Context: an optimization exercise on an open-source flow, tuned for small area. The choices shown serve that exercise and are no tape-out recipe. The RTL was checked by simulation tests, not by an equivalence proof against the original design. Power and IR drop assume default switching activity.

[run.sh]
#!/bin/bash
# synth_recipe.tcl (not shown) runs the flow's synth.tcl, then flattens the netlist and writes it again
# the make line also repeats each setting of config.mk as NAME=value (left out here)
make -C /OpenROAD-flow-scripts/flow DESIGN_CONFIG=/design/flow/config.mk WORK_HOME=/design/flow/orfs CLKGATE_MAP_FILE= SYNTH_SCRIPT=/design/flow/synth_recipe.tcl finish
[config.mk]
export PLATFORM = sky130hd
export DESIGN_NAME = mipsCore
export DESIGN_NICKNAME = mipsCore
export VERILOG_FILES = /design/flow/design.v
export SDC_FILE = /design/flow/constraint.sdc
export NUM_CORES = 4
export LEC_CHECK = 0
export CAP_MARGIN = 20
export CORE_MARGIN = 2
export CORE_UTILIZATION = 55
export SLEW_MARGIN = 20
export SYNTH_HIERARCHICAL = 1
export SYNTH_MINIMUM_KEEP_SIZE = 0
[constraint.sdc]
create_clock -name core_clock -period 5.0 [get_ports {clk}]
set_input_delay 1.0000 -clock core_clock [delete_from_list [all_inputs] [get_ports {clk}]]
set_output_delay 1.0000 -clock core_clock [all_outputs]
set_load 0.01 [all_outputs]
[design.v]
package mipsPkg;
    localparam int WORD_W   = 32;
    localparam int REG_W    = 5;
    localparam int NUM_REGS = 32;
    localparam int IMM_W    = 16;
    localparam int CODE_W   = 6;
    typedef logic [WORD_W-1:0] word_t;    
    typedef logic [REG_W-1:0]  regAddr_t;
    typedef logic [REG_W-1:0]  shamt_t;
    typedef logic [IMM_W-1:0]  imm_t;
    typedef logic [CODE_W-1:0] opcode_t;
    typedef logic [CODE_W-1:0] funct_t;
    localparam opcode_t OP_SPECIAL = 6'h00;
    localparam opcode_t OP_ADDI    = 6'h08;
    localparam opcode_t OP_ADDIU   = 6'h09;
    localparam opcode_t OP_SLTI    = 6'h0a;
    localparam opcode_t OP_SLTIU   = 6'h0b;
    localparam opcode_t OP_ANDI    = 6'h0c;
    localparam opcode_t OP_ORI     = 6'h0d;
    localparam opcode_t OP_XORI    = 6'h0e;
    localparam opcode_t OP_LUI     = 6'h0f;
    localparam funct_t FT_SLL  = 6'h00;
    localparam funct_t FT_SRL  = 6'h02;
    localparam funct_t FT_SRA  = 6'h03;
    localparam funct_t FT_SLLV = 6'h04;
    localparam funct_t FT_SRLV = 6'h06;
    localparam funct_t FT_SRAV = 6'h07;
    localparam funct_t FT_ADD  = 6'h20;
    localparam funct_t FT_ADDU = 6'h21;
    localparam funct_t FT_SUB  = 6'h22;
    localparam funct_t FT_SUBU = 6'h23;
    localparam funct_t FT_AND  = 6'h24;
    localparam funct_t FT_OR   = 6'h25;
    localparam funct_t FT_XOR  = 6'h26;
    localparam funct_t FT_NOR  = 6'h27;
    localparam funct_t FT_SLT  = 6'h2a;
    localparam funct_t FT_SLTU = 6'h2b;
    typedef enum logic [3:0] {
        ALU_ADD  = 4'd0,
        ALU_SUB  = 4'd1,
        ALU_AND  = 4'd2,
        ALU_OR   = 4'd3,
        ALU_XOR  = 4'd4,
        ALU_NOR  = 4'd5,
        ALU_SLT  = 4'd6,
        ALU_SLTU = 4'd7,
        ALU_SLL  = 4'd8,
        ALU_SRL  = 4'd9,
        ALU_SRA  = 4'd10,
        ALU_LUI  = 4'd11
    } aluOp_e;
    typedef struct packed {
        logic     valid;
        regAddr_t dest;
        aluOp_e   aluOp;
        word_t    opA;
        word_t    opB;
    } decoded_t;
    typedef struct packed {
        logic     valid;
        regAddr_t dest;
        word_t    data;
    } wbResult_t;
endpackage
`timescale 1ns/1ns
`timescale 1ns/1ns
module mipsExecute (
    input  logic [31:0] x,
    input  logic [31:0] y,
    input  logic        sub,
    input  logic        cArith,
    input  logic        cSet,
    input  logic        cUns,
    input  logic        cP,
    input  logic        cG,
    input  logic        cNor,
    input  logic        cShR,
    input  logic        cShL,
    input  logic        cSra,
    output logic [31:0] result
);
    logic [31:0] p;
    logic [31:0] g;
    logic [31:0] sum;
    logic        cout;
    logic        lt;
    logic        ltu;
    logic        setBit;
    assign p = x ^ y;
    assign g = x & y;
    logic [31:0] gg;
    logic [31:0] pp;
    always_comb begin
        gg = g;
        pp = p;
        gg[0] = g[0] | (p[0] & sub);
        for (int l = 0; l < 5; l++) begin
            for (int j = 0; j < 32; j++) begin
                if (((j >> l) & 1) == 1) begin
                    gg[j] = gg[j] | (pp[j] & gg[((j >> l) << l) - 1]);
                    pp[j] = pp[j] & pp[((j >> l) << l) - 1];
                end
            end
        end
    end
    assign sum  = p ^ {gg[30:0], sub};
    assign cout = gg[31];
    assign lt     = (x[31] ^ y[31] ^ sub) ? x[31] : sum[31];
    assign ltu    = !cout;
    assign setBit = cUns ? ltu : lt;
    logic        fill;
    logic [31:0] s0, s1, s2, s3, s4, s5;
    logic [31:0] s5Rev;
    assign fill = cSra && y[31];
    always_comb begin
        for (int i = 0; i < 32; i++) begin
            s0[i] = cShL ? y[31 - i] : y[i];
        end
    end
    assign s1 = x[0] ? {{1{fill}},  s0[31:1]}  : s0;
    assign s2 = x[1] ? {{2{fill}},  s1[31:2]}  : s1;
    assign s3 = x[2] ? {{4{fill}},  s2[31:4]}  : s2;
    assign s4 = x[3] ? {{8{fill}},  s3[31:8]}  : s3;
    assign s5 = x[4] ? {{16{fill}}, s4[31:16]} : s4;
    always_comb begin
        for (int i = 0; i < 32; i++) begin
            s5Rev[i] = s5[31 - i];
        end
    end
    assign result = ({32{cArith}} & sum)
                  | ({32{cP}}     & p)
                  | ({32{cG}}     & g)
                  | ({32{cNor}}   & ~(p | g))
                  | ({32{cShR}}   & s5)
                  | ({32{cShL}}   & s5Rev)
                  | {31'd0, cSet && setBit};
endmodule
`timescale 1ns/1ns
module mipsAo22 (
    input  logic a0,
    input  logic b0,
    input  logic a1,
    input  logic b1,
    output logic y
);
    assign y = (a0 & b0) | (a1 & b1);
endmodule
module mipsAoi222 (
    input  logic a0,
    input  logic b0,
    input  logic a1,
    input  logic b1,
    input  logic a2,
    input  logic b2,
    output logic y
);
    assign y = ~((a0 & b0) | (a1 & b1) | (a2 & b2));
endmodule
module mipsReadBit31 (
    input  logic [30:0] bits,
    input  logic [30:0] sel,
    output logic        y
);
    logic [9:0] termN;
    for (genvar t = 0; t < 10; t++) begin : gTerm
        mipsAoi222 uTerm (
            .a0 (bits[3 * t]),
            .b0 (sel[3 * t]),
            .a1 (bits[3 * t + 1]),
            .b1 (sel[3 * t + 1]),
            .a2 (bits[3 * t + 2]),
            .b2 (sel[3 * t + 2]),
            .y  (termN[t])
        );
    end
    assign y = ~(&termN) | (bits[30] & sel[30]);
endmodule
module mipsReadBit32 (
    input  logic [31:0] bits,
    input  logic [31:0] sel,
    output logic        y
);
    logic [9:0] termN;
    for (genvar t = 0; t < 10; t++) begin : gTerm
        mipsAoi222 uTerm (
            .a0 (bits[3 * t]),
            .b0 (sel[3 * t]),
            .a1 (bits[3 * t + 1]),
            .b1 (sel[3 * t + 1]),
            .a2 (bits[3 * t + 2]),
            .b2 (sel[3 * t + 2]),
            .y  (termN[t])
        );
    end
    assign y = ~(&termN) | (bits[30] & sel[30]) | (bits[31] & sel[31]);
endmodule
module mipsReadPort #(
    parameter int EXT_BITS = 32
) (
    input  logic [991:0] regs,
    input  logic [31:1]  sel,
    input  logic         extSel,
    input  logic [31:0]  ext,
    output logic [31:0]  data
);
    for (genvar j = 0; j < 32; j++) begin : gBit
        logic [30:0] bits;
        for (genvar r = 0; r < 31; r++) begin : gGather
            assign bits[r] = regs[r * 32 + j];
        end
        if (j < EXT_BITS) begin : gExt
            mipsReadBit32 uBit (
                .bits ({ext[j], bits}),
                .sel  ({extSel, sel}),
                .y    (data[j])
            );
        end else begin : gNoExt
            mipsReadBit31 uBit (
                .bits (bits),
                .sel  (sel),
                .y    (data[j])
            );
        end
    end
endmodule
`timescale 1ns/1ns
module mipsCore (
    input  logic        clk,
    input  logic        rstN,
    input  logic        instrValid,
    input  logic [31:0] instr,
    output logic        wbValid,
    output logic [4:0]  wbDest,
    output logic [31:0] wbData
);
    logic [5:0]  op;
    logic [5:0]  funct;
    logic [4:0]  rs;
    logic [4:0]  rt;
    logic [15:0] imm;
    logic        isR;
    logic        supR;
    logic        supI;
    logic [4:0]  dest;
    logic        valid;
    assign op    = instr[31:26];
    assign rs    = instr[25:21];
    assign rt    = instr[20:16];
    assign imm   = instr[15:0];
    assign funct = instr[5:0];
    assign isR   = (op == 6'h00);
    always_comb begin
        case (funct)
            6'h20, 6'h21, 6'h22, 6'h23, 6'h24, 6'h25, 6'h26, 6'h27,
            6'h2a, 6'h2b, 6'h00, 6'h02, 6'h03, 6'h04, 6'h06, 6'h07:
                supR = 1'b1;
            default:
                supR = 1'b0;
        endcase
    end
    assign supI  = (op[5:3] == 3'b001);
    assign dest  = isR ? instr[15:11] : rt;
    assign valid = instrValid && (isR ? supR : supI) && (dest != 5'd0);
    logic isLui;
    logic isShiftC;     
    logic useA;         
    logic useB;         
    logic sub;
    logic [31:0] immVal;
    assign isLui    = (op[2:0] == 3'b111);
    assign isShiftC = isR && (funct[5:2] == 4'b0000);
    assign useA     = isR ? !isShiftC : !isLui;
    assign useB     = isR;
    assign sub      = isR ? (funct[5] && (funct[3] || (!funct[2] && funct[1]))) : (op[2:1] == 2'b01);
    assign immVal   = isLui ? {imm, 16'h0000}
                            : {{16{imm[15] && !op[2]}}, imm};
    logic cArith;       
    logic cSet;         
    logic cUns;
    logic cP;           
    logic cG;           
    logic cNor;
    logic cShR;
    logic cShL;
    logic cSra;
    logic [1:0] lfn;
    logic isLogic;
    assign lfn     = isR ? funct[1:0] : op[1:0];
    assign isLogic = isR ? (funct[5] && !funct[3] && funct[2]) : (op[2] && !isLui);
    assign cArith  = isR ? (funct[5] && !funct[3] && !funct[2]) : (op[2:1] == 2'b00 || isLui);
    assign cSet    = isR ? (funct[5] && funct[3]) : (op[2:1] == 2'b01);
    assign cUns    = isR ? funct[0] : op[0];
    assign cP      = isLogic && (lfn == 2'b01 || lfn == 2'b10);
    assign cG      = isLogic && (lfn == 2'b00 || lfn == 2'b01);
    assign cNor    = isLogic && (lfn == 2'b11);
    assign cShR    = isR && !funct[5] && funct[1];
    assign cShL    = isR && !funct[5] && !funct[1];
    assign cSra    = funct[0];
    logic [31:0] regs [1:31];
    logic [31:0] regsNext [1:31];
    logic [31:0] result;
    logic        eValid;
    logic [4:0]  eDest;
    logic [31:0] eX;
    logic [31:0] eY;
    logic        eFwdX;
    logic        eFwdY;
    logic        eSub;
    logic        eArith;
    logic        eSet;
    logic        eUns;
    logic        eP;
    logic        eG;
    logic        eNor;
    logic        eShR;
    logic        eShL;
    logic        eSra;
    logic [31:1] take;
    logic [31:1] keep;
    always_comb begin
        for (int r = 1; r < 32; r++) begin
            take[r] = rstN && eValid && (eDest == 5'(r));
            keep[r] = rstN && !(eValid && (eDest == 5'(r)));
        end
    end
    for (genvar r = 1; r < 32; r++) begin : gRow
        for (genvar j = 0; j < 32; j++) begin : gBit
            mipsAo22 uNext (
                .a0 (regs[r][j]),
                .b0 (keep[r]),
                .a1 (result[j]),
                .b1 (take[r]),
                .y  (regsNext[r][j])
            );
        end
    end
    always_ff @(posedge clk) begin
        for (int r = 1; r < 32; r++) begin
            regs[r] <= regsNext[r];
        end
    end
    logic [31:1]  selA;
    logic [31:1]  selB;
    logic         fwdA;
    logic         fwdB;
    logic [991:0] regsFlat;
    logic [31:0]  xVal;
    logic [31:0]  yVal;
    assign fwdA = useA && eValid && (eDest == rs);
    assign fwdB = useB && eValid && (eDest == rt);
    always_comb begin
        for (int r = 1; r < 32; r++) begin
            selA[r] = useA && (rs == 5'(r));
            selB[r] = useB && (rt == 5'(r));
            regsFlat[(r - 1) * 32 +: 32] = regs[r];
        end
    end
    mipsReadPort #(.EXT_BITS(5)) uReadA (
        .regs    (regsFlat),
        .sel     (selA),
        .extSel  (isShiftC),
        .ext     ({27'd0, instr[10:6]}),
        .data    (xVal)
    );
    mipsReadPort #(.EXT_BITS(32)) uReadB (
        .regs    (regsFlat),
        .sel     (selB),
        .extSel  (!isR),
        .ext     (immVal),
        .data    (yVal)
    );
    always_ff @(posedge clk) begin
        eValid <= valid && rstN;
        eDest  <= dest;
        eX     <= xVal;
        eY     <= yVal;
        eFwdX  <= fwdA;
        eFwdY  <= fwdB;
        eSub   <= sub;
        eArith <= cArith;
        eSet   <= cSet;
        eUns   <= cUns;
        eP     <= cP;
        eG     <= cG;
        eNor   <= cNor;
        eShR   <= cShR;
        eShL   <= cShL;
        eSra   <= cSra;
    end
    logic [31:0] aluX;
    logic [31:0] aluY;
    assign aluX = eFwdX ? wbData : eX;
    assign aluY = (eFwdY ? wbData : eY) ^ {32{eSub}};
    mipsExecute uAlu (
        .x      (aluX),
        .y      (aluY),
        .sub    (eSub),
        .cArith (eArith),
        .cSet   (eSet),
        .cUns   (eUns),
        .cP     (eP),
        .cG     (eG),
        .cNor   (eNor),
        .cShR   (eShR),
        .cShL   (eShL),
        .cSra   (eSra),
        .result (result)
    );
    always_ff @(posedge clk) begin
        wbValid <= eValid && rstN;
        wbDest  <= eDest;
        wbData  <= result;
    end
endmodule
==> results of run 1 <==
==> worst reg2reg max path, delay by kind of cell (launching register included) <==
kind                   cells  cell delay, ns
XOR/XNOR                   1            0.21
AO/OA/AOI/OAI              4            1.56
flip-flops                 1            0.64
buffers and inverters      3            0.91
AND/OR/NAND/NOR            1            0.07
multiplexers               4            1.36
==> through the flow <==
stage	std cells	hold slack, ns
after floorplan	4161	0.3290
after global routing	5908	0.5259
after global placement	5694	0.4876
after CTS	5906	0.5047
after detailed placement	5694	0.4917
final	5911	0.5077
==> state kept, by name, indices dropped and copies added, names as in the netlist, 5 cells and up <==
register,cells
wbDest,5
eY,32
eX,32
regs,992
wbData,32
eDest,5
==> per-layer routing <==
layer,wire length [µm],part of all wire,track usage,up-vias
met1,80030,0.36,0.6236,23426
met2,89170,0.40,0.6758,4216
met5,41,0.00018,0.003788,-
li1,-,-,-,19426
met4,18610,0.083,0.3041,6
met3,36940,0.16,0.1912,812
==> area by class of cell <==
| type | count | area (µm²) |
|---|---|---|
| fill | 6757 | 27690 |
| multi-input combinational | 2880 | 25070 |
| sequential | 1112 | 22270 |
| timing repair buffer | 478 | 4439 |
| clock buffer | 176 | 3397 |
| tap | 1144 | 1431 |
| clock inverter | 36 | 535.5 |
| inverter | 82 | 307.8 |
| antenna | 3 | 7.507 |
==> where the power goes <==
part,internal (W),switching (W)
Sequential,0.00893,0.0000869
Clock,0.00520,0.00376
Combinational,0.000592,0.00147
Total,0.0147,0.00531
==> worst max path at each step <==
stage / to / cells after the start
3_5_place_dp: eX[20] / 13
2_1_floorplan: regs[16][15] / 16
6_report: regs[31][5] / 13
4_1_cts: regs[31][5] / 13
3_3_place_gp: eX[20] / 13
5_1_grt: regs[15][0] / 18
==> notes.md, run 1 <==
- The maximum achievable frequency is 205.9 MHz.
- The origin of the critical flop-to-flop path is eFwdY.
- In this design, the stage delay of the slowest critical-path cell is approximately 0.65 ns.
- The kind of start point of the critical path is a register.
- The DRC violation count after routing is 0.
- The number of antenna violations at the first check in global routing came to 10.
- Traced cell by cell, the critical path runs through buf_4, mux2i_1, xnor2_1, buf_4, mux4_1, mux2_2, mux2i_1, nor2_1, a31o_1, a21oi_1, o21ai_4, buf_4, a22o_1.
- For the worst setup path, the data arrival time is 5.45 ns.
- TritonCTS built the clock tree.
- Counting cells, the worst reg-to-reg path comes to 13.
- The horizontal die dimension is 297.3 µm.
- The data required time of the critical path is 5.59 ns.
- The floorplan step defined a core boundary enclosing 85,150 µm².
- The setup slack after placement is 0.2344 ns.
- During synthesis, Yosys emitted a total of 11 warnings.
- After clock tree synthesis, the clock-pin slew on the worst setup and hold paths is ~0.07 ns.
- The final estimated routing congestion in global placement is roughly 1.0.
- Summing every instance area after synthesis gives between 40,000 and 50,000 µm².
- The global routing usage summed across all routing layers is 0.4847.
- The H-tree generated during clock tree synthesis spans 3 levels.
- The final number of hold-violating endpoints was 0.
- The critical path launch point is eFwdY.
- The fraction of the cycle the final worst path needs is 0.9712.
- In the final layout, the share of cells above drive strength 1 is 0.1793.
- Counting the buffers created by CTS gives around 110.
- The final core utilization is 0.6747.
- For the pin with the worst max-slew slack, the measured transition is between 1 and 1.5 ns.
- The post-synthesis cell count is 4,161.
- Counting both buffers and inverters, the worst setup path holds a total of 3.
- The number of rows in the core area is 107.
- For this configuration, the core starts out at a cell density of 0.5556.
- The via count of the first global-routing pass is 43,283.
- Measured along the y axis, the die boundary spans roughly 300 µm.
- The full die area is 88,370 µm².
- The design draws between 0.02 and 0.025 W.
- In the layout the commonest cells are sky130_fd_sc_hd__dfxtp_1, sky130_fd_sc_hd__a22o_1, sky130_fd_sc_hd__a222oi_1.
- The routed design could run at a clock period as short as 4.856 ns.
- The number of gates resized after CTS is 0.
- The tightest min-delay check is of the register to register type.
- The count of final setup violators is 0.
- The run finished with no timing, DRC or antenna violations.
- At the later pin of the worst-skew pair, clock insertion delay measures 0.75 ns.
- The library cell contributing the largest single delay on the critical path is sky130_fd_sc_hd__a21oi_1.
- The post-synth net total is 4,267.
- Along the worst path, the maximum fanout reaches 19.
- The total overflow left after global routing is 0.
- Hold repair after CTS inserted 0 buffers.
- The static leakage power is ~22 nW.
- For hold timing, the worst endpoint is eX[27].
- Dividing the detail-routed via count by the number of cells gives slightly above 8.
- Across the run, the number of max-cap violations was 0.
- The mean post-synth cell area is between 10 and 15 µm².
- Across the routed clock network, the largest skew measured is 0.05462 ns.
- Summing over every cut layer, the via total after detailed routing is 47,886.
- Setup slack on the critical path of the routed design comes to 0.1438 ns.
- The global-route wire length before repair is 317,600 µm.
- The worst setup path is of the register to register kind.
- Pin placement for this block handled between 70 and 80 I/O pins.
- Broken down by cell family, the worst path's largest delay share belongs to compound AO/OA/AOI/OAI gates.
- Along the worst hold path, the cell count comes to 1.
- Setup repair after global routing left no endpoint under its margin.
- The layout net count is 4,774.
- The areal power density over the cells is 348.7 nW/µm².
- The pin count of the biggest net entering global routing is 37.
- The max-slew violation count is 0.
- The routed design has 224,800 µm of wire.
- The detail route stage leaves a number of antenna-violating nets equal to 0.
- After clock tree synthesis, the setup repair step added 0 buffers.
- The critical path capture point type is a register.
- The CTS sink count is 1,112.
- The number of iterations in the first detailed-routing pass is 20.
- After the first detailed-routing iteration, the DRC count stood at 11,220.
- The leading cell type in the layout, fill and taps excluded is sky130_fd_sc_hd__dfxtp_1.
- The reg-to-reg setup timing slack is 0.14 ns.
- The peak supply drop is 0.0003374 V.
- The buffer depth of the longest clock path is 3.
- Once placement finished, the instance area stood at 53,450 µm².
- The cell occurring most often along the worst timing path is sky130_fd_sc_hd__buf_4.
- The tree is rooted in a sky130_fd_sc_hd__clkbuf_16.
- The detailed placer's ending HPWL is 144,800 µm.
- The headroom to the max-slew limit is 0.1026.
- In the final routed layout, each cell accounts on average for about 38 µm.
- The worst hold path begins at regs[31][27].
- Summing all non-filler instances in the final layout gives an area of 57,450 µm².
- The endpoint of the lowest-slack register-to-register path is regs[31][5].
- The layout-stage area growth over the synthesis result is 21.45%.
- Setup total negative slack on the finished layout was measured at 0 ns.
- The number of buffers inserted by port buffering is 72.
==> run 2, diff against run 1 <==
--- a/config.mk
+++ b/config.mk
@@ -8,5 +8,9 @@
 export CAP_MARGIN = 20
 export CORE_MARGIN = 2
-export CORE_UTILIZATION = 55
+export CORE_UTILIZATION = 62
+export CTS_BUF_LIST = sky130_fd_sc_hd__clkbuf_8
+export CTS_CLUSTER_DIAMETER = 100
+export CTS_CLUSTER_SIZE = 16
+export PLACE_DENSITY = 0.7
 export SLEW_MARGIN = 20
 export SYNTH_HIERARCHICAL = 1
==> notes.md, run 2 <==
- The run finished with no timing, DRC or antenna violations.
- Adding up every negative setup slack in the final design gives 0 ns.
- Walking the worst path, the cells encountered are buf_12, mux2i_1, xnor2_1, inv_1, ha_1, a21oi_1, o22ai_1, o2111ai_1, a21oi_1, buf_4, buf_4, o211ai_1, a21oi_1, or4b_1, a41o_1, buf_12, a22o_1.
- Counting every net in the synthesized netlist gives 4,267.
- The number of gates resized after CTS is 0.
- The cell occurring most often along the worst timing path is sky130_fd_sc_hd__a21oi_1.
- The cell area that synthesis handed to floorplanning was 47,310 µm².
- The routed layout has 48,675 vias.
- Counting cells, the worst reg-to-reg path comes to 17.
- The launch point of the worst hold path is regs[14][5].
- Wires add up to 224,400 µm.
- The number of buffers inserted during clock tree synthesis is 80.
- The level count of the clock H-tree is 3.
- The iteration-0 DRC count of the detailed router is 12,589.
- The final number of hold-violating endpoints is 0.
- The routed design could run at a clock period as short as 4.799 ns.
- Setup violations remaining at the end of the flow were counted as 0.
- The fraction of layout instances using a drive strength above 1 is 0.1581.
- The cell count after placement is about 5,500.
- The static leakage power is 20.15 nW.
- The library cell contributing the largest single delay on the critical path is sky130_fd_sc_hd__dfxtp_2.
- The routed length per placed instance is approximately 40 µm.
- The headroom to the max-slew limit is 0.1716.
- The stage delay of the slowest cell on the critical path is 0.56 ns.
- The areal power density over the cells is 287.4 nW/µm².
- The pin count of the biggest net entering global routing is 43.
- The later pin in the worst-skew pair is clocked with a latency of around 0.80 ns.
- The number of buffers inserted by port buffering is a little over 70.
- The top fanout value on the critical path is 32.
- The horizontal die dimension is 280.2 µm.
- The number of rows in the core area is around 100.
- Dividing the final minimum period by the clock period gives 0.9599.
- TritonCTS built the clock tree.
- In the layout the commonest cells are sky130_fd_sc_hd__dfxtp_1, sky130_fd_sc_hd__a22o_1, sky130_fd_sc_hd__a222oi_1.
- The via count of the first global-routing pass is 43,302.
- In this run the deepest clock path goes through 3 buffers.
- After the last flow step, the layout net total stands at around 4,700.
- The mean post-synth cell area is 11.37 µm².
- The setup slack of the critical path after layout is between 0.2 and 0.25 ns.
- The clock-pin slew of the registers on the worst-case setup and hold paths is 0.11 ns.
- Relative to the synthesized area, the layout overhead comes to 14.30%.
- The post-synthesis cell count is 4,161.
- The number of ports placed on the die boundary is 73.
- The setup slack after placement is 0.1199 ns.
- The transition at the pin with the smallest max-transition slack is 1.240 ns.
- The worst hold path cell count is 1.
- At the end of routability-driven placement, the weighted congestion stood at 1.093.
- Once the clock tree was built, the setup fixing pass inserted 0 buffers.
- The DRC violation count after routing is 0.
- The endpoint of the worst hold-timing path is regs[14][5].
- The global routing usage summed across all routing layers is 0.5486.
- The origin of the critical flop-to-flop path is eFwdY.
- The clock root buffer is sky130_fd_sc_hd__clkbuf_8.
- The max-slew violation count came to 0.
- After filler insertion, the fill cell instance count of the layout stands at 5,700.
- The register name with the most flops is regs.
- The total congestion overflow after global routing is 0.
- The first TritonRoute pass finished after 17 iterations.
- The number of antenna violations at the first check in global routing is 25.
- The number of max-cap violations is 0.
- The first global-routing pass estimated roughly 320,000 µm of wire.
- The detail route stage leaves a number of antenna-violating nets equal to 0.
- The leading cell type in the layout, fill and taps excluded is sky130_fd_sc_hd__dfxtp_1.
- Setup repair after global routing left no endpoint under its margin.
- The data required time of the critical path is 5.66 ns.
- The worst setup path is captured at a register.
- For this run, the number of Yosys warnings is 11.
- In this run, post-CTS hold repair placed 0 buffers.
- The post-layout instance count excluding filler cells is about 5,600.
- Summing internal, switching and leakage power gives 0.01554 W.
- The effective utilization at floorplan is 0.6249.
- The CTS sink count is between 1,000 and 1,500.
- The endpoint of the lowest-slack register-to-register path is regs[6][0].
- The total area inside the core boundary comes to 75,700 µm².
- Timing would allow up to 208.4 MHz.
- The detailed placer's ending HPWL is 144,200 µm.
- The worst hold slack is between 0.5 and 0.6 ns.
- On the final layout, the worst clock skew is 0.07476 ns.
- The peak supply drop is 0.0002845 V.
- The number of flip-flops under the largest register name is 992.
- The number of vias per cell is 8.695.
- The full die area is 78,520 µm².
- The chip height is 280.2 µm.
- The type of the worst setup path is register to register.
- Data arrives at the worst endpoint at 5.45 ns.
- The worst setup path is launched from a register.
- The worst register-to-register path has a setup slack of roughly 0.20 ns.
- The path class of the lowest-slack min-delay path is register to register.
run 2: layout make-up:
| type | count | area, µm² | share of cell area |
|---|---|---|---|
| timing repair buffer | 447 | 4049 | 0.07488 |
| antenna | 10 | 25.02 | 0.0004628 |
| sequential | 1112 | 22270 | 0.4118 |
| clock inverter | 9 | 110.1 | 0.002036 |
| multi-input combinational | 2880 | 24990 | 0.4622 |
| tap | 978 | 1224 | 0.02263 |
| clock buffer | 80 | 1101 | 0.02036 |
| inverter | 82 | 307.8 | 0.005692 |
run 2: report_power, final:
| group | switching [W] | internal (W) | total (W) |
|---|---|---|---|
| combinational | 0.00145 | 0.000581 | 0.00203 |
| sequential | 0.0000886 | 0.00892 | 0.00901 |
| clock | 0.00302 | 0.00148 | 0.00450 |
run 2: worst max-delay path, delay by kind of cell, from the launching register on:
| family | cells | cell delay (ns) |
|---|---|---|
| compound gates | 8 | 1.76 |
| buf+inv | 5 | 0.82 |
| flops | 1 | 0.56 |
| simple gates | 1 | 0.55 |
| xor+xnor | 1 | 0.51 |
| fa+ha+maj | 1 | 0.39 |
| mux | 1 | 0.11 |
run 2: how the worst max path moves through the flow:
stage | from | endpoint | slack [ns] | cells after the start
2_1_floorplan | eFwdX | regs[16][15] | 0.02 | 16
3_3_place_gp | instr[27] | eY[2] | 0.15 | 11
3_5_place_dp | instr[27] | eY[2] | 0.12 | 11
6_report | eFwdY | regs[6][0] | 0.20 | 17
5_1_grt | eFwdY | regs[5][0] | 0.08 | 17
4_1_cts | eFwdY | regs[21][0] | 0.38 | 18
run 2: through the flow:
step | area [µm²] | util
global route | 54060 | 0.7141
detailed placement | 52750 | 0.6968
floorplan | 47340 | -
CTS | 53960 | 0.7128
finish | 54070 | 0.7143
global placement | 52720 | 0.6965
run 2: routing by layer:
metal | global-route usage | up-vias | wire, µm | part of all wire
li1 | - | 19156 | - | -
met2 | 0.7223 | 4998 | 83280 | 0.37
met5 | 0.03315 | - | 447 | 0.0020
met3 | 0.2844 | 1067 | 43500 | 0.19
met4 | 0.3635 | 40 | 21050 | 0.094
met1 | 0.6885 | 23414 | 76110 | 0.34
==> run 3, diff against run 2 <==
==> flow/run.sh (new file) <==
#!/bin/bash
# The standard layout (the standard.sh: ORFS synthesis through finish),
# with two changes that only make cells smaller:
#   - the port buffers are sky130_fd_sc_hd__buf_1 instead of the default
#     buffer_ports choice (every port still gets its own buffer);
#   - clock tree synthesis does not add dummy loads.
# make's full output goes to standard_make.log in this folder; ORFS writes each
# tool's own log under orfs/logs/.
set -euo pipefail
bash standard.sh \
  "BUFFER_PORTS_ARGS=-buffer_cell sky130_fd_sc_hd__buf_1" \
  "CTS_ARGS=-sink_clustering_enable -repair_clock_nets -sink_clustering_size 16 -sink_clustering_max_diameter 100 -buf_list sky130_fd_sc_hd__clkbuf_8 -dont_use_dummy_load" \
  finish > standard_make.log 2>&1
==> standard.sh (new file) <==
#!/bin/bash
# synth_recipe.tcl (not shown) runs the flow's synth.tcl, then flattens the netlist and writes it again
# the make line also repeats each setting of config.mk as NAME=value (left out here)
make -C /OpenROAD-flow-scripts/flow DESIGN_CONFIG=/design/flow/config.mk WORK_HOME=/design/flow/orfs CLKGATE_MAP_FILE= SYNTH_SCRIPT=/design/flow/synth_recipe.tcl "${@:-finish}"
removed: run.sh
==> notes.md, run 3 <==
- For this run, design rule violations remaining after detail routing come to 0.
- The library cells used most frequently in the layout, excluding fill and tap cells, are sky130_fd_sc_hd__dfxtp_1, sky130_fd_sc_hd__a22o_1, sky130_fd_sc_hd__a222oi_1.
- Setup repair after global routing left no endpoint under its margin.
- At the worst endpoint, the arrival time is 5.41 ns.
- During synthesis, Yosys emitted a total of 11 warnings.
- More flip-flops sit in one register than any other, and that register is regs.
- Based on the critical path, the design can be clocked at up to approximately 210 MHz.
- The number of antenna violations at the first check in global routing was 18.
- The first global-routing pass estimated ~300,000 µm of wire.
- The via count of the first global-routing pass is approximately 42,000.
- On the final layout, the worst clock skew is 0.1164 ns.
- The reg-to-reg setup timing slack is 0.21 ns.
- In the routed layout, each cell is associated on average with a via count of 8.578.
- The clock root buffer is sky130_fd_sc_hd__clkbuf_8.
- The number of ports placed on the die boundary is 73.
- The CTS sink count is 1,112.
- After detailed placement, the total cell area comes to 51,530 µm².
- At the later pin of the worst-skew pair, clock insertion delay measures 0.77 ns.
- The area growth from synthesis to layout is 11.48%.
- The final estimated routing congestion in global placement is about 1.1.
- Among cell families on the critical path, the largest total delay comes from simple AND/OR/NAND/NOR gates.
- The multi-input combinational cells in the finished layout cover a total of 24,970 µm².
- Clock-pin slew was measured on the worst setup and hold paths at between 0.1 and 0.15 ns.
- In this run the critical register-to-register path is launched from eFwdY.
- The shortest clock period the worst path allows after layout is 4.808 ns.
- The floorplan step defined a die boundary enclosing 78,520 µm².
- The top fanout value on the critical path is 16.
- The endpoint of the lowest-slack register-to-register path is regs[23][0].
- The max-slew violation count is 0.
- Measured against its own limit, the worst slew margin works out to 0.1493.
- The register with the most flip-flops in the layout has 992 of them.
- The path class of the lowest-slack min-delay path is register to register.
- After routing the design area is about 53,000 µm².
- The layout net count is about 4,600.
- The final number of hold-violating endpoints is 0.
- Traced cell by cell, the critical path runs through buf_1, nor4_2, nand4b_1, nand3_1, nor2_2, buf_4, a222oi_1, nand4_1, or4_4.
- Adding up every negative setup slack in the final design gives 0 ns.
- The die is 280.2 µm tall.
- The buffer depth of the longest clock path is 3.
- Data on the critical path is required at its endpoint by 5.60 ns.
- The horizontal die dimension is 280.2 µm.
- The library cell contributing the largest single delay on the critical path is sky130_fd_sc_hd__nand4_1.
- The fraction of layout instances using a drive strength above 1 is 0.1448.
- The capturing element of the worst setup path is eX[2].
- The final layout contains routed wiring with a total length of 214,800 µm.
- The worst-case IR drop observed on VDD is 0.0002356 V.
- The detailed-route via count is 47,394.
- STA classifies the critical path endpoint as a register.
- The fraction of the cycle the final worst path needs is 0.9615.
- Across every metal layer, demand over resource in global routing totals 0.5257.
- The most critical setup path has its startpoint at instr[27].
- The cell count after synthesis came out at 4,161.
- Setup violations remaining at the end of the flow were counted as 0.
- In this run the core area contains 101 standard-cell rows.
- Summed over all layers, the global routing overflow is 0.
- The mean post-synth cell area is 11.37 µm².
- TritonCTS built the clock tree.
- The leading cell type in the layout, fill and taps excluded is sky130_fd_sc_hd__dfxtp_1.
- The area inside the core boundary is 75,700 µm².
- The level count of the clock H-tree is 3.
- The logic depth of the worst setup path including buffers is 9.
- The count of hold buffers inserted by post-cts repair is 0.
- The run finished with no timing, DRC or antenna violations.
- The filler cells instantiated in the layout total ~5,900.
- The routed length per placed instance is approximately 40 µm.
- The largest single stage delay on the critical path is 0.87 ns.
- The detailed placer's ending HPWL is 138,000 µm.
- The analysis attributes to cell leakage a power of 19.56 nW.
- After clock tree synthesis, the repair step resized 0 gates.
- Counting cells, the worst reg-to-reg path comes to 14.
- Counting the buffers created by CTS gives 80.
- The areal power density over the cells is 288.5 nW/µm².
- The number of nets in the synthesized netlist is 4,267.
- The initial utilization of the core area, before any placement, comes to 0.6249.
- The total area of sequential cells is 22,270 µm².
- The pin count of the biggest net entering global routing is 42.
- Across the run, the number of max-cap violations was 0.
- Once the clock tree was built, the setup fixing pass inserted 0 buffers.
- The number of nets with antenna violations after detailed routing is 0.
- The mapped netlist covers about 47,000 µm².
- The worst setup path is launched from an input pin.
- Port buffering added 72 buffers.
- At the pin with the least slew margin, the transition time is between 1 and 1.5 ns.
- The type of the worst setup path is input pin to register.
- The iteration-0 DRC count of the detailed router is 12,048.
- The number of iterations in the first detailed-routing pass is 14.
- The number of buffers and inverters on the critical path is 2.
==> run 3: worst min path at each step <==
stage / from / endpoint / cells past startpoint
final: regs[31][12] / eX[12] / 1
after global routing: regs[31][12] / eX[12] / 1
after CTS: regs[31][12] / eX[12] / 1
after detailed placement: regs[22][22] / regs[22][22] / 1
after global placement: regs[7][11] / regs[7][11] / 1
after floorplan: eDest[2] / wbDest[2] / 0
==> run 3: final cells by class <==
cell class | instances | share of cell area
inverter | 82 | 0.005836
tap | 978 | 0.02320
sequential | 1112 | 0.4222
clock buffer | 80 | 0.02088
antenna | 9 | 0.0004270
timing repair buffer | 384 | 0.05407
multi-input combinational | 2880 | 0.4734
==> run 3: stage by stage <==
step	cells	util	setup WS (ns)	power (W)	hold slack, ns
4_1_cts	5513	0.6953	0.3952	0.01502	0.4219
6_report	5525	0.6967	0.1924	0.01521	0.4395
3_5_place_dp	5433	0.6808	0.3023	0.01097	0.4930
5_1_grt	5519	0.6965	0.06243	0.01548	0.4521
3_3_place_gp	5432	0.6804	0.3235	0.01095	0.4882
2_1_floorplan	4161	-	0.01827	0.01006	0.3290
==> run 3: where the power goes <==
part | leakage, nW | switching, W | total [W] | internal (W)
sequential | 8.98 | 0.0000732 | 0.00899 | 0.00892
clock | 0.575 | 0.00287 | 0.00431 | 0.00144
combinational | 10.0 | 0.00143 | 0.00191 | 0.000479
total | 19.6 | 0.00438 | 0.0152 | 0.0108
==> run 3: worst register-to-register path: stages, from the launching register on <==
cell and delay (ns):
sky130_fd_sc_hd__dfxtp_2 0.43, sky130_fd_sc_hd__buf_4 0.24, sky130_fd_sc_hd__mux2i_1 0.11, sky130_fd_sc_hd__xnor2_1 0.47, sky130_fd_sc_hd__inv_1 0.11, sky130_fd_sc_hd__ha_1 0.39
sky130_fd_sc_hd__a21oi_1 0.28, sky130_fd_sc_hd__o21ai_0 0.13, sky130_fd_sc_hd__a221oi_1 0.42, sky130_fd_sc_hd__a21oi_1 0.21, sky130_fd_sc_hd__o211ai_1 0.26, sky130_fd_sc_hd__a21oi_1 0.21
sky130_fd_sc_hd__or4b_1 0.55, sky130_fd_sc_hd__a41o_2 0.58, sky130_fd_sc_hd__a22o_1 0.38
==> run 3: layer usage <==
layer,vias up,track usage,wire (µm)
li1,19034,-,-
met3,918,0.2372,39090
met2,4533,0.6961,82070
met4,26,0.3495,18930
met1,22883,0.6796,74560
met5,-,0.01876,188
==> run 4, diff against run 3 <==
--- a/flow/run.sh
+++ b/flow/run.sh
@@ -10,4 +10,4 @@
 bash standard.sh \
   "BUFFER_PORTS_ARGS=-buffer_cell sky130_fd_sc_hd__buf_1" \
-  "CTS_ARGS=-sink_clustering_enable -repair_clock_nets -sink_clustering_size 16 -sink_clustering_max_diameter 100 -buf_list sky130_fd_sc_hd__clkbuf_8 -dont_use_dummy_load" \
+  "CTS_ARGS=-sink_clustering_enable -repair_clock_nets -sink_clustering_size 12 -sink_clustering_max_diameter 80 -buf_list sky130_fd_sc_hd__clkbuf_8 -dont_use_dummy_load" \
   finish > standard_make.log 2>&1
--- a/config.mk
+++ b/config.mk
@@ -10,6 +10,6 @@
 export CORE_UTILIZATION = 62
 export CTS_BUF_LIST = sky130_fd_sc_hd__clkbuf_8
-export CTS_CLUSTER_DIAMETER = 100
-export CTS_CLUSTER_SIZE = 16
+export CTS_CLUSTER_DIAMETER = 80
+export CTS_CLUSTER_SIZE = 12
 export PLACE_DENSITY = 0.7
 export SLEW_MARGIN = 20
==> notes.md, run 4 <==
- The number of gates resized after CTS is 0.
- After detailed routing, the number of vias per cell comes to 8.584.
- The count of final setup violators is 0.
- Synthesis produced a netlist with a net count of 4,267.
- The clock drives 1,112 sinks.
- The number of ports placed on the die boundary is 73.
- The top fanout value on the critical path is 32.
- The setup slack after placement is 0.3023 ns.
- The total power after layout is 0.01574 W.
- Detailed placement ended at an HPWL of 138,000 µm.
- The count of fill cells added during filler insertion is 5,882.
- The global-route wire length before repair is between 300,000 and 400,000 µm.
- The routed layout has 47,640 vias.
- The met2 capacity usage during global routing is 0.6895.
- The count of hold buffers inserted by post-cts repair is 0.
- The chip height is ~280 µm.
- The run finished with no timing, DRC or antenna violations.
- Buffers added to address setup during post-CTS repair amount to 0.
- For this run, the top clock speed supported by timing is 209.7 MHz.
- For this block, the routed nets add up to 214,000 µm of wire.
- The layout-stage area growth over the synthesis result is 12.15%.
- The effective utilization at floorplan is 0.6249.
- The number of iterations in the first detailed-routing pass is 19.
- Entering global routing, the biggest net connects 42 pins.
- The kind of start point of the critical path is a register.
- The total area of sequential cells is 22,270 µm².
- Synthesis produced a netlist whose cell count is 4,161.
- The number of flip-flops under the largest register name is between 900 and 1,000.
- The final-layout setup total negative slack is 0 ns.
- Leaving out fill and tap cells, the most frequent cells in the layout are sky130_fd_sc_hd__dfxtp_1, sky130_fd_sc_hd__a22o_1, sky130_fd_sc_hd__a222oi_1.
- After clock tree synthesis, the clock-pin slew on the worst setup and hold paths is 0.09 ns.
- Counting flops per register, the top entry is regs.
- The full die area is around 79,000 µm².
- The average instance in the mapped netlist occupies 11.37 µm².
- The clock latency of the later-clocked register in the worst-skew pair is 0.80 ns.
- Across every metal layer, demand over resource in global routing totals 0.5234.
- Of the available clock period, the critical path in the final layout requires 0.9537.
- The max-slew violation count is 0.
- The peak supply drop is 0.0002521 V.
- Once routing completed, OpenROAD measured the worst setup slack at roughly 0.23 ns.
- After global routing, the most crowded layer is met2.
- The clock root buffer is sky130_fd_sc_hd__clkbuf_8.
- The headroom to the max-slew limit is 0.1696.
- The final estimated routing congestion in global placement is 1.065.
- The met1 usage in global routing is 0.6702.
- The number of warning messages in the yosys log is 11.
- The final number of hold-violating endpoints is 0.
- The longest clock path from root to sink contains 3 buffers.
- The library cell used most frequently in the layout, excluding fill and tap cells, is sky130_fd_sc_hd__dfxtp_1.
- For this run the aggregate overflow at the end of global routing stands at 0.
- The number of nets with antenna violations after detailed routing is 0.
- The level count of the clock H-tree is 3.
- In the global route stage, met3 resource usage came out at 0.2469.
- The number of buffers inserted by port buffering is 72.
- The via count of the first global-routing pass is between 40,000 and 50,000.
- STA puts the critical path data required time at 5.63 ns.
- The number of max-cap violations is 0.
- The floorplan step defined a core boundary enclosing 75,700 µm².
- The routed length per placed instance is 38.55 µm.
- The worst setup path is of the register to register kind.
- Power spread over the standard cell area amounts to 296.6 nW/µm².
- Setup repair after global routing left no endpoint under its margin.
- The first routing iteration left 11,719 violations.
- Across the routed clock network, the largest skew measured is 0.1368 ns.
- The number of rows in the core area is 101.
- The netlist area before placement is 47,310 µm².
- The worst endpoint data arrival time is 5.40 ns.
- The worst path in the final design needs a cycle of 4.768 ns, including I/O delays and setup.
- The horizontal die dimension is 280.2 µm.
- The static leakage power is 19.72 nW.
- In the final design database the tool counted around 4,700 nets.
- Measured on the finished design, the core utilization comes to 0.7009.
- For the pin with the worst max-slew slack, the measured transition is 1.244 ns.
- The fraction of layout instances using a drive strength above 1 is 0.1491.
- The area of the multi-input gates is approximately 25,000 µm².
- The number of buffers inserted during clock tree synthesis is between 100 and 150.
- In this run the worst hold path is classified as input pin to register.
- TritonCTS built the clock tree.
- For this run, design rule violations remaining after detail routing come to 0.
- STA classifies the critical path endpoint as a register.
- The number of antenna violations at the first check in global routing is 18.
[run 4: power by group]
| group | switching [W] | internal [W] |
|---|---|---|
| clock | 0.00301 | 0.00183 |
| sequential | 0.0000736 | 0.00892 |
| combinational | 0.00143 | 0.000479 |
| total | 0.00451 | 0.0112 |
[run 4: layer usage]
metal | wire, µm | up-vias | share of wire
met1 | 74310 | 23104 | 0.35
met5 | 679 | - | 0.0032
met3 | 38740 | 929 | 0.18
li1 | - | 19088 | -
met4 | 19000 | 24 | 0.089
met2 | 81230 | 4495 | 0.38
[run 4: metrics by stage]
step / instance area (µm²) / cells / hold WS (ns)
2_1_floorplan: 47340 / 4161 / 0.3290
3_3_place_gp: 51510 / 5432 / 0.4882
3_5_place_dp: 51530 / 5433 / 0.4930
4_1_cts: 52950 / 5536 / 0.4203
5_1_grt: 53030 / 5541 / 0.4588
6_report: 53050 / 5550 / 0.4356
[run 4: worst paths after layout]
check / cells after the start / startpoint / end / slack (ns)
setup / recovery: 14 / eFwdY / regs[21][0] / 0.23
hold / removal: 3 / instrValid / eValid / 0.44
setup reg to reg: 14 / eFwdY / regs[21][0] / 0.23
hold reg to reg: 1 / regs[31][12] / eX[12] / 0.47
[run 4: critical path, stage by stage, from the launching register on]
cell,delay [ns]
sky130_fd_sc_hd__dfxtp_2,0.42
sky130_fd_sc_hd__buf_4,0.24
sky130_fd_sc_hd__mux2i_1,0.11
sky130_fd_sc_hd__xnor2_1,0.48
sky130_fd_sc_hd__inv_1,0.17
sky130_fd_sc_hd__ha_1,0.37
sky130_fd_sc_hd__nand4_1,0.14
sky130_fd_sc_hd__a211oi_1,0.44
sky130_fd_sc_hd__o2111ai_1,0.22
sky130_fd_sc_hd__a21oi_1,0.34
sky130_fd_sc_hd__o211ai_1,0.15
sky130_fd_sc_hd__a21oi_1,0.45
sky130_fd_sc_hd__o311ai_0,0.22
sky130_fd_sc_hd__a41o_2,0.57
sky130_fd_sc_hd__a22o_1,0.33
[run 4: area by class of cell]
cell class,count,share of cell area
Antenna cell,11,0.0005188
Clock buffer,103,0.02672
Multi-Input combinational cell,2880,0.4705
Timing Repair Buffer,384,0.05375
Sequential cell,1112,0.4197
Tap cell,978,0.02306
Inverter,82,0.005801

-- what the ideal ports hide --
The flow's constraints put no driver on any port. The routed layouts listed below were extracted and timed again, unchanged, in two steps.
Step 1, drivers: a clkbuf_16 drives clk and a buf_2 each remaining input, both assumed.
Step 2 times the ports against the registers' clock, not the clock port: input delays grow and output delays shrink by t, the midpoint of the rising clock arrivals with the driver on.
Three values: ideal, step 1, step 2; two values: the first two.
run	t, ns	setup slack, ns	worst setup path at the end	worst slew at a driven data input, ns	cell pins on the clock port's net
run 1	0.800	0.144 / 0.144 / -0.107	input to register	0.05	1
run 2	0.831	0.201 / 0.201 / -0.394	input to register	0.19	1
run 3	0.790	0.192 / 0.208 / -0.549	input to register	0.14	1
run 4	0.806	0.232 / 0.232 / -0.065	input to register	0.15	1
Met with ideal ports but missed after step 2: setup timing in every run listed. The setup slack of run 3, which loses most, moves by +0.016 ns with the drivers and by -0.741 ns with both steps.
